Background: an optimization exercise with open tools, aiming at a short achievable clock period and few clock cycles. Do not read the settings as production practice.
At most, simulation tests tie the RTL to the original design; equivalence was not proved.

==> v20 <==
// cpu
module cpu (
	input  logic                       APB_PCLK,
	input  logic                       APB_PRESETn,
	output logic [32-1:0] paddr,
	output logic [32-1:0] pwdata,
	input  logic [32-1:0] prdata,
	output logic                       psel,
	output logic                       penable,
	output logic                       pwrite,
	output logic [3:0]                 pstrb,
	input  logic                       pready,
	output logic                       halted,
	output logic [32-1:0] pc
);
	logic s_idle, s_fs, s_fa, s_bb, s_bm, s_ms, s_ma, s_halt;
	logic psel_q, penable_q, pwrite_q;
	logic [31:0] iw;
	logic [6:0]  opc;
	logic [2:0]  f3;
	logic        d_op, d_opi, d_lui, d_ld, d_st, d_br, d_jal, d_mem, d_halt;
	assign iw   = prdata;
	assign opc  = iw[6:0];
	assign f3   = iw[14:12];
	assign d_op   = opc[4] & ~opc[2] & opc[5];
	assign d_opi  = opc[4] & ~opc[2] & ~opc[5];
	assign d_lui  = opc[4] & opc[2];
  ...
make LEC_CHECK=0 CAP_MARGIN=30 CORE_MARGIN=2 CORE_UTILIZATION=55 SETUP_SLACK_MARGIN=4.3 SLEW_MARGIN=30 SYNTH_HIERARCHICAL=1 SYNTH_MINIMUM_KEEP_SIZE=0 finish   # period 7.0 ns
run.sh (not shown) runs the stock make flow with config.mk's settings and CLKGATE_MAP_FILE= SYNTH_SCRIPT=/design/flow/synth_recipe.tcl, a recipe that flattens the netlist after the stock synthesis.
==> v18: changes against v20 <==
Settings changed: CORE_UTILIZATION 55 to 70.
==> v36: changes against v20 <==
--- a/flow/design.v
+++ b/flow/design.v
@@ -177,15 +177,16 @@
 		c_xnor2 u_s (.a(a[i + 2]), .b(al[5][i - 1]), .y(s[i + 2]));
 	end
 endmodule
 module ks_pg32c (
 	input  logic [31:0] p,
 	input  logic [31:0] g,
 	input  logic        cin,
-	output logic [31:0] s
+	output logic [31:0] s,
+	output logic [31:0] co    
 );
 	logic [31:0] gl [0:5];
 	logic [31:0] pl [0:5];
 	assign gl[0] = g;
 	assign pl[0] = p;
 	for (genvar l = 0; l < 5; l++) begin : lvl
 		localparam int D = 1 << l;
@@ -208,24 +209,32 @@
 	assign c[0] = cin;
 	for (genvar i = 1; i < 32; i++) begin : cy
 		c_o21ai u_c (.a1(pl[5][i - 1]), .a2(cin_n), .b1(gl[5][i - 1]), .y(c[i]));
 	end
 	for (genvar i = 0; i < 32; i++) begin : sm
 		c_xor2 u_s (.a(p[i]), .b(c[i]), .y(s[i]));
 	end
+	assign co = c;
 endmodule
 `timescale 1ns/1ps
-module rf_read (
+module rf_read #(
+	parameter bit FUSE_B = 1'b0   
+) (
 	input  logic [31:1][31:0] rf,
 	input  logic [4:0]        idx,
 	input  logic [31:1]       fwd_m,
 	input  logic [4:0]        fwd_rd,
 	input  logic              fwd_en,
 	input  logic [31:0]       fwd_v,
-	output logic [31:0]       v
+	output logic [31:0]       v,
+	input  logic              b_a,
+	input  logic              b_b,
+	input  logic              b_c,
+	input  logic [31:0]       b_i,
+	output logic [31:0]       bv
 );
 	logic [7:0] lo_n;
 	logic [3:0] hi_n;
 	logic       fsel;
 	rf_pre u_pre (.idx(idx), .fwd_rd(fwd_rd), .fwd_en(fwd_en), .lo_n(lo_n), .hi_n(hi_n),
 		.fsel(fsel));
 	for (genvar d = 0; d < 4; d++) begin : dg
@@ -247,14 +256,23 @@
 			for (genvar k = 0; k < 4; k++) begin : q
 				c_nand4 u_q (.a(l1[4 * k]), .b(l1[4 * k + 1]), .c(l1[4 * k + 2]),
 					.d(l1[4 * k + 3]), .y(l2[k]));
 			end
 			c_nor2  u_h0 (.a(l2[0]), .b(l2[1]), .y(l3[0]));
 			c_nor2  u_h1 (.a(l2[2]), .b(l2[3]), .y(l3[1]));
 			c_nand2 u_o  (.a(l3[0]), .b(l3[1]), .y(v[B]));
+			if (FUSE_B) begin : fb
+				logic m_a, m_b, m_c;
+				c_nand2 u_ma (.a(v[B]), .b(b_a), .y(m_a));
+				c_nand3 u_mb (.a(l3[0]), .b(l3[1]), .c(b_b), .y(m_b));
+				c_nand2 u_mc (.a(b_i[B]), .b(b_c), .y(m_c));
+				c_nand3 u_bv (.a(m_a), .b(m_b), .c(m_c), .y(bv[B]));
+			end else begin : nb
+				assign bv[B] = 1'b0;
+			end
 		end
 	end
 endmodule
 module rf_pre (
 	input  logic [4:0] idx,
 	input  logic [4:0] fwd_rd,
 	input  logic       fwd_en,
@@ -376,46 +394,41 @@
 	assign fwd_en = pend_q & (rdb_q != 5'd0);
 	always_ff @(posedge APB_PCLK) begin
 		for (int r = 1; r < 32; r++) begin
 			if (pend_q & rd1h_q[r]) rf[r] <= res_q;
 		end
 	end
 	logic [31:0] rs1_val, rs2_val;
+	logic [31:0] bb;
+	logic        s_a, s_b, s_c;
+	logic [31:0] bimm_x;
 	rf_read u_rd1 (.rf(rf), .idx(iw[19:15]), .fwd_m(fwd_m), .fwd_rd(rdb_q), .fwd_en(fwd_en),
-		.fwd_v(res_q), .v(rs1_val));
-	rf_read u_rd2 (.rf(rf), .idx(iw[24:20]), .fwd_m(fwd_m), .fwd_rd(rdb_q), .fwd_en(fwd_en),
-		.fwd_v(res_q), .v(rs2_val));
+		.fwd_v(res_q), .v(rs1_val), .b_a(1'b0), .b_b(1'b0), .b_c(1'b0), .b_i(32'd0), .bv());
+	rf_read #(.FUSE_B(1'b1)) u_rd2 (.rf(rf), .idx(iw[24:20]), .fwd_m(fwd_m), .fwd_rd(rdb_q), .fwd_en(fwd_en),
+		.fwd_v(res_q), .v(rs2_val), .b_a(s_a), .b_b(s_b), .b_c(s_c), .b_i(bimm_x), .bv(bb));
 	logic [31:0] imm_i, imm_s, imm_u, imm_b, imm_j;
 	assign imm_i = {{20{iw[31]}}, iw[31:20]};
 	assign imm_s = {{20{iw[31]}}, iw[31:25], iw[11:7]};
 	assign imm_u = {iw[31:12], 12'b0};
 	assign imm_b = {{19{iw[31]}}, iw[31], iw[7], iw[30:25], iw[11:8], 1'b0};
 	assign imm_j = {{11{iw[31]}}, iw[31], iw[19:12], iw[20], iw[30:21], 1'b0};
 	logic [31:0] pc_q;
 	logic [31:0] pc_plus4;
 	inc4_32 u_padd (.a(pc_q), .s(pc_plus4));
 	logic [31:0] tgt_j;
 	ks_add32 u_jadd (.a(pc_q), .b(imm_j), .s(tgt_j));
-	logic        inv, use_rs2, s_a, s_b, s_c;
-	logic [31:0] b_imm, bimm_x, b_pass;
-	logic [31:0] rs2_n;
+	logic        inv, use_rs2;
+	logic [31:0] b_imm, b_pass;
 	assign inv     = (d_op & f3 == 3'b000 & iw[30]) | ((d_op | d_opi) & f3 == 3'b010);
 	assign use_rs2 = d_op | d_br;
 	assign b_imm   = d_st ? imm_s : imm_i;
 	assign bimm_x  = b_imm ^ {32{inv}};
 	assign s_a     = use_rs2 & ~inv;
 	assign s_b     = use_rs2 & inv;
 	assign s_c     = ~use_rs2;
-	logic [31:0] bb_u1, bb_u2, bb;
-	for (genvar i = 0; i < 32; i++) begin : bbm
-		c_inv    u_r2 (.a(rs2_val[i]), .y(rs2_n[i]));
-		c_a22oi  u_u1 (.a1(rs2_val[i]), .a2(s_a), .b1(rs2_n[i]), .b2(s_b), .y(bb_u1[i]));
-		c_nand2  u_u2 (.a(bimm_x[i]), .b(s_c), .y(bb_u2[i]));
-		c_nand2  u_bb (.a(bb_u1[i]), .b(bb_u2[i]), .y(bb[i]));
-	end
 	assign b_pass = d_lui ? imm_u : pc_plus4;
 	logic [31:0] a_q, bb_q, b_q, s_q, imm_q;
 	logic        cin_q;
 	logic        sel_sum_q, sel_slt_q, sel_xor_q, sel_or_q, sel_and_q, sel_b_q;
 	logic        bne_q;
 	logic [1:0]  sz_q;
 	always_ff @(posedge APB_PCLK) begin
@@ -445,25 +458,30 @@
 		end
 	end
 	logic [31:0] sum, p_q, g_q;
 	for (genvar i = 0; i < 32; i++) begin : pg
 		c_xor2 u_p (.a(a_q[i]), .b(bb_q[i]), .y(p_q[i]));
 		c_and2 u_g (.a(a_q[i]), .b(bb_q[i]), .y(g_q[i]));
 	end
-	ks_pg32c u_add (.p(p_q), .g(g_q), .cin(cin_q), .s(sum));
+	logic [31:0] cy;
+	logic        c31_n;
+	ks_pg32c u_add (.p(p_q), .g(g_q), .cin(cin_q), .s(sum), .co(cy));
+	c_inv u_c31 (.a(cy[31]), .y(c31_n));
+	logic [31:0] maddr;
+	ks_add32 u_madd (.a(a_q), .b(bb_q), .s(maddr));
 	logic        take;
 	logic [31:0] tgt;
 	assign take = (p_q == 32'd0) ^ bne_q;
 	ks_add32 u_tadd (.a(pc_q), .b(imm_q), .s(tgt));
 	logic [3:0]  strb_c;
 	logic [31:0] wdat_c;
 	always_comb begin
 		case (sz_q)
-			2'b00:   strb_c = 4'b0001 << sum[1:0];
-			2'b01:   strb_c = sum[1] ? 4'b1100 : 4'b0011;
+			2'b00:   strb_c = 4'b0001 << maddr[1:0];
+			2'b01:   strb_c = maddr[1] ? 4'b1100 : 4'b0011;
 			default: strb_c = 4'b1111;
 		endcase
 		case (sz_q)
 			2'b00:   wdat_c = {4{s_q[7:0]}};
 			2'b01:   wdat_c = {2{s_q[15:0]}};
 			default: wdat_c = s_q;
 		endcase
@@ -483,15 +501,15 @@
 	assign a_pc4    = APB_PRESETn & ((s_bb & ~take) | ma_done);
 	assign a_sum    = APB_PRESETn & s_bm;
 	assign a_hold_p = APB_PRESETn & ~(direct | jump | s_bb | ma_done);
 	assign a_hold_a = APB_PRESETn & ~(direct | jump | s_bb | s_bm | ma_done);
 	for (genvar i = 0; i < 32; i++) begin : pcn
 		logic n1, n2, n3, n4, m1, m3;
 		c_a22oi u_n1 (.a1(tgt[i]), .a2(a_tgt), .b1(pc4_q[i]), .b2(a_pc4), .y(n1));
-		c_a22oi u_n2 (.a1(pc_plus4[i]), .a2(a_dir), .b1(sum[i]), .b2(a_sum), .y(n2));
+		c_a22oi u_n2 (.a1(pc_plus4[i]), .a2(a_dir), .b1(maddr[i]), .b2(a_sum), .y(n2));
 		c_nand2 u_n3 (.a(paddr_q[i]), .b(a_hold_a), .y(n3));
 		c_nand2 u_n4 (.a(tgt_j[i]), .b(a_jmp), .y(n4));
 		c_nand4 u_a  (.a(n1), .b(n2), .c(n3), .d(n4), .y(paddr_nxt[i]));
 		c_nand2 u_m1 (.a(pc_plus4[i]), .b(a_dir), .y(m1));
 		c_nand2 u_m3 (.a(pc_q[i]), .b(a_hold_p), .y(m3));
 		c_nand4 u_p  (.a(n1), .b(m1), .c(m3), .d(n4), .y(pc_nxt[i]));
 	end
@@ -518,15 +536,15 @@
 		({32{sel_b_q}} & b_q);
 	assign res_o = ({32{go_alu_q}} & res_e) | ({32{go_ld_q}} & raw_q) |
 		({32{~(go_alu_q | go_ld_q)}} & res_q);
 	assign k_sum = go_alu_q & sel_sum_q;
 	assign k1    = go_alu_q & sel_slt_q & p_q[31];
 	assign k2n   = ~((go_alu_q & sel_slt_q & ~p_q[31] & g_q[31]) | res_o[0]);
 	logic [31:0] res_nxt;
-	c_a22oi u_r0a (.a1(sum[0]), .a2(k_sum), .b1(sum[31]), .b2(k1), .y(res0_n));
+	c_a22oi u_r0a (.a1(sum[0]), .a2(k_sum), .b1(c31_n), .b2(k1), .y(res0_n));
 	c_nand2 u_r0b (.a(res0_n), .b(k2n), .y(res_nxt[0]));
 	for (genvar i = 1; i < 32; i++) begin : rs
 		c_a21o u_r (.a1(sum[i]), .a2(k_sum), .b1(res_o[i]), .y(res_nxt[i]));
 	end
 	always_ff @(posedge APB_PCLK) begin
 		raw_q <= prdata;
 	end
Settings changed: SETUP_SLACK_MARGIN 4.3 to 4.6.
==> results.ini <==
[run_status]
run_status = finished clean

[critical_path]
cp-startpoint = prdata[17]
path_delay_family = buffers and inverters

[sta]
hold_violations = 0

[drt]
wl_met1_mm = 111

[min_path]
min_path_type = reg2reg

[yosys]
synthCells = 5658

[cells_and_area]
n_all_buffers = 931
final_cell_mix = a22oi_2, edfxtp_1, nand2_1

-- figures above: v36

==> results.ini <==
[yosys]
synthCells = 5312

[cells_and_area]
fill_cells = 8523
n_all_buffers = 751

[sta]
hold_violations = 0

[critical_path]
path_delay_family = buffers and inverters
cp-startpoint = prdata[22]

[run_status]
run_status = finished clean

-- figures above: v20

==> results.ini <==
[run_status]
run_status = aborted with a tool error
haltStage = global routing (5_1_grt)
error = [ERROR GRT-0232] Routing congestion too high. Check the congestion heatmap in the GUI.

[floorplanning]
die_h_um = 319
die_width_um = 319

[cts]
htreeDepth = 4
clock_path_buffers = 3

[sta]
crit_endpoint = bb_q[4]$_DFF_P_/D

-- figures above: v18

Testbench counts of v36, summed over its fixed seeds: cycles 54,967.
For v20 and v18, only the layout was checked, not whether the RTL still works.

## separate check: timing with driven ports
The flow's constraints put no driver on any port. The routed layouts listed below were extracted and timed again, unchanged, in two steps.
Step 1 assumes that a clkbuf_16 drives the clock port and a buf_2 every other input.
Step 2 also shifts input and output timing later by t, the mid clock arrival at the registers, as if the neighbouring blocks saw the same clock.
a / b / c = ideal ports / drivers / drivers and shift; a / b = the first two.
| run | shift t [ns] | slack for setup (ns) | worst hold slack (ns) | latest minus earliest clock arrival (ns) | worst data-port slew with drivers (ns) |
|---|---|---|---|---|---|
| v20 | 0.887 | 4.095 / 4.093 / 3.206 | 0.473 / 0.473 / 0.473 | 0.037 / 0.037 | 0.12 |
| v36 | 0.874 | 4.148 / 4.154 / 3.311 | 0.452 / 0.452 / 0.452 | 0.064 / 0.064 | 0.10 |
After both steps every run listed still meets setup and hold. For v20, which loses most, drivers alone change the setup slack by -0.002 ns; drivers and shift together by -0.889 ns.
